Context: an optimization exercise on an open-source flow, tuned for small area and a short achievable clock period. The choices shown serve that exercise and are no tape-out recipe.
In this exercise RTL edits were held to simulation tests only and were not proved equivalent to the original.

## before
==> module executeUnit, before the edit <==
module executeUnit (
	input corePkg::wordT operandA,
	input corePkg::wordT second,
	input logic isAdd,
	input logic isRsub,
	input logic isAnd,
	input logic isSll,
	input logic isSrl,
	input logic isLink,
	input corePkg::wordT pcPlusOne,
	output corePkg::wordT writeData
);
	corePkg::wordT sumN;
	corePkg::wordT earlyN;
	corePkg::wordT level1;
	corePkg::wordT level2;
	corePkg::wordT leftN;
	corePkg::wordT rightN;
	corePkg::wordT shiftIn;
	logic [3:0] sel1;
	logic [3:0] sel2;
	logic shiftTooWide;
	logic selSllLo, selSllHi, selSrlLo, selSrlHi;
	prefixAdder adder (
		.a(second),
		.b(operandA),
		.invB(isRsub),
		.enable(isAdd | isRsub),
		.sumN(sumN)
	);
	assign shiftTooWide = |second[31:5];
	always_comb begin
		for (int k = 0; k < 4; k++) begin
			sel1[k] = (second[1:0] == 2'(k));
			sel2[k] = (second[3:2] == 2'(k));
		end
	end
	assign selSllLo = isSll & ~shiftTooWide & ~second[4];
	assign selSllHi = isSll & ~shiftTooWide & second[4];
	assign selSrlLo = isSrl & ~shiftTooWide & ~second[4];
	assign selSrlHi = isSrl & ~shiftTooWide & second[4];
	always_comb begin
		for (int i = 0; i < corePkg::wordWidth; i++)
			shiftIn[i] = isSrl ? operandA[corePkg::wordWidth-1-i] : operandA[i];
	end
	shiftLevel #(.step(1)) shift1 (
		.a(shiftIn),
		.sel(sel1),
		.y(level1)
	);
	shiftLevel #(.step(4)) shift2 (
		.a(level1),
		.sel(sel2),
		.y(level2)
	);
	always_comb begin
		for (int i = 0; i < corePkg::wordWidth; i++) begin
			earlyN[i] = ~((isAnd & operandA[i] & second[i]) | (isLink & pcPlusOne[i]));
			leftN[i] = ~((selSllLo & level2[i]) | (selSllHi & (i >= 16 ? level2[(i + 16) % 32] : 1'b0)));
			rightN[i] = ~((selSrlLo & level2[31 - i]) | (selSrlHi & (i <= 15 ? level2[(47 - i) % 32] : 1'b0)));
		end
	end
	for (genvar i = 0; i < corePkg::wordWidth; i++) begin : result
		nand4Cell pick (
			.a(sumN[i]),
			.b(earlyN[i]),
			.c(leftN[i]),
			.d(rightN[i]),
			.y(writeData[i])
		);
	end
endmodule
==> module coreTop, before the edit <==
module coreTop #(
	parameter logic [31:0] resetAddress = '0
) (
	input logic clk,
	input logic reset,
	input corePkg::wordT instr,
	output corePkg::wordT pc,
	output logic regWriteEnable,
	output corePkg::regIndexT writeReg,
	output corePkg::wordT writeData
);
	logic isAdd, isRsub, isAnd, isSll, isSrl, isJ, isJal, isJalr, isJr;
	corePkg::wordT operandA;
	corePkg::wordT second;
	corePkg::wordT immediate;
	logic useImmediate;
	logic useRegister;
	corePkg::wordT pcPlusOne;
	instructionDecoder decoder (
		.opcode(instr[31:23]),
		.isAdd(isAdd),
		.isRsub(isRsub),
		.isAnd(isAnd),
		.isSll(isSll),
		.isSrl(isSrl),
		.isJ(isJ),
		.isJal(isJal),
		.isJalr(isJalr),
		.isJr(isJr)
	);
	assign regWriteEnable = isAdd | isRsub | isAnd | isSll | isSrl | isJal | isJalr;
	assign writeReg = isJal ? 4'd0 : instr[22:19];
	assign useImmediate = (instr[18:16] == 3'b000);
	assign useRegister = |instr[18:16];
	assign immediate = {{20{instr[15] & (isAdd | isRsub)}}, instr[15:4]};
	registerFile regFile (
		.clk(clk),
		.reset(reset),
		.srcA(instr[3:0]),
		.srcB(instr[7:4]),
		.writeReg(writeReg),
		.regWriteEnable(regWriteEnable),
		.writeData(writeData),
		.useImmediate(useImmediate),
		.useRegister(useRegister),
		.immediate(immediate),
		.operandA(operandA),
		.second(second)
	);
	executeUnit execute (
		.operandA(operandA),
		.second(second),
		.isAdd(isAdd),
		.isRsub(isRsub),
		.isAnd(isAnd),
		.isSll(isSll),
		.isSrl(isSrl),
		.isLink(isJal | isJalr),
		.pcPlusOne(pcPlusOne),
		.writeData(writeData)
	);
	programCounter #(
		.resetAddress(resetAddress)
	) pcUnit (
		.clk(clk),
		.reset(reset),
		.jump(isJ | isJal),
		.jumpReg(isJalr | isJr),
		.jumpField(instr[22:0]),
		.operandA(operandA),
		.pc(pc),
		.pcPlusOne(pcPlusOne)
	);
endmodule
Settings: LEC_CHECK=0, CAP_MARGIN=20, CORE_MARGIN=2, CORE_UTILIZATION=45, CTS_CLUSTER_DIAMETER=100, CTS_CLUSTER_SIZE=22, SETUP_SLACK_MARGIN=2.5, SLEW_MARGIN=20, SYNTH_HIERARCHICAL=1; clock period 12.0 ns.
standard.sh (not shown) runs the stock make flow with config.mk's settings and CLKGATE_MAP_FILE= SYNTH_SCRIPT=/design/flow/synth_recipe.tcl, a recipe that flattens the netlist after the stock synthesis.
==> flow/flow/run.sh <==
#!/bin/bash
# The standard layout (the standard.sh, all ORFS steps), with the port buffers that
# buffer_ports inserts made plain buf_4 cells instead of the library's default pick.
set -euo pipefail
export BUFFER_PORTS_ARGS="-buffer_cell sky130_fd_sc_hd__buf_4"
bash standard.sh finish > standard_flow.log 2>&1
before closes out successfully: all stages finished, all timing, DRC and antenna checks passed.
Edits applied to the flow inputs when going from before to after:
--- a/flow/design.v
+++ b/flow/design.v
@@ -116,7 +116,8 @@
 	input logic isSrl,
 	input logic isLink,
 	input corePkg::wordT pcPlusOne,
-	output corePkg::wordT writeData
+	output corePkg::wordT writeData,
+	output corePkg::wordT writeDataReg
 );
 	corePkg::wordT sumN;
 	corePkg::wordT earlyN;
@@ -176,6 +177,13 @@
 			.d(rightN[i]),
 			.y(writeData[i])
 		);
+		nand4Cell pickReg (
+			.a(sumN[i]),
+			.b(earlyN[i]),
+			.c(leftN[i]),
+			.d(rightN[i]),
+			.y(writeDataReg[i])
+		);
 	end
 endmodule
 module shiftLevel #(
@@ -741,6 +749,7 @@
 	logic useImmediate;
 	logic useRegister;
 	corePkg::wordT pcPlusOne;
+	corePkg::wordT writeDataReg;
 	instructionDecoder decoder (
 		.opcode(instr[31:23]),
 		.isAdd(isAdd),
@@ -765,7 +774,7 @@
 		.srcB(instr[7:4]),
 		.writeReg(writeReg),
 		.regWriteEnable(regWriteEnable),
-		.writeData(writeData),
+		.writeData(writeDataReg),
 		.useImmediate(useImmediate),
 		.useRegister(useRegister),
 		.immediate(immediate),
@@ -782,7 +791,8 @@
 		.isSrl(isSrl),
 		.isLink(isJal | isJalr),
 		.pcPlusOne(pcPlusOne),
-		.writeData(writeData)
+		.writeData(writeData),
+		.writeDataReg(writeDataReg)
 	);
 	programCounter #(
 		.resetAddress(resetAddress)
## What came out
Looking at first-iteration DRC count across both flows, after is the stronger of the two, with before trailing. Compared with before, after shows a lower setup slack. The run showing the greater instance area at placement is after. Data arrival time at the worst-slack endpoint ends up higher on after. Compared with before, after instantiates a smaller number of standard cells. Summary — post-synthesis to final-layout area growth, after relative to before: lower, by 2.1 points. after ended with more die outline area than before. The higher netlist area before placement came out of after.

-- re-timing with driven ports --
Ports are ideal in the flow. The routed layouts listed here were re-timed in OpenROAD. Step 1: set_driving_cell puts a clkbuf_16 on clk and a buf_2 on each other input, an assumption about the parent block. Step 2 times the ports against the registers' clock, not the clock port: input delays grow and output delays shrink by t, the midpoint of the rising clock arrivals with the driver on. Three values: ideal ports, drivers, drivers and shift; two values: the first two.
run | t (ns) | slack for setup (ns) | hold slack, ns | worst setup path after step 2 | latest minus earliest clock arrival (ns)
before | 0.652 | 2.448 / 2.426 / 2.426 | 0.497 / 0.497 / 0.497 | input to output | 0.030 / 0.030
after | 0.718 | 2.414 / 2.386 / 2.386 | 0.505 / 0.505 / 0.505 | input to output | 0.030 / 0.031
After both steps setup and hold are still met in every run listed. For after, which loses most, drivers alone change the setup slack by -0.028 ns; drivers and shift together by -0.028 ns.
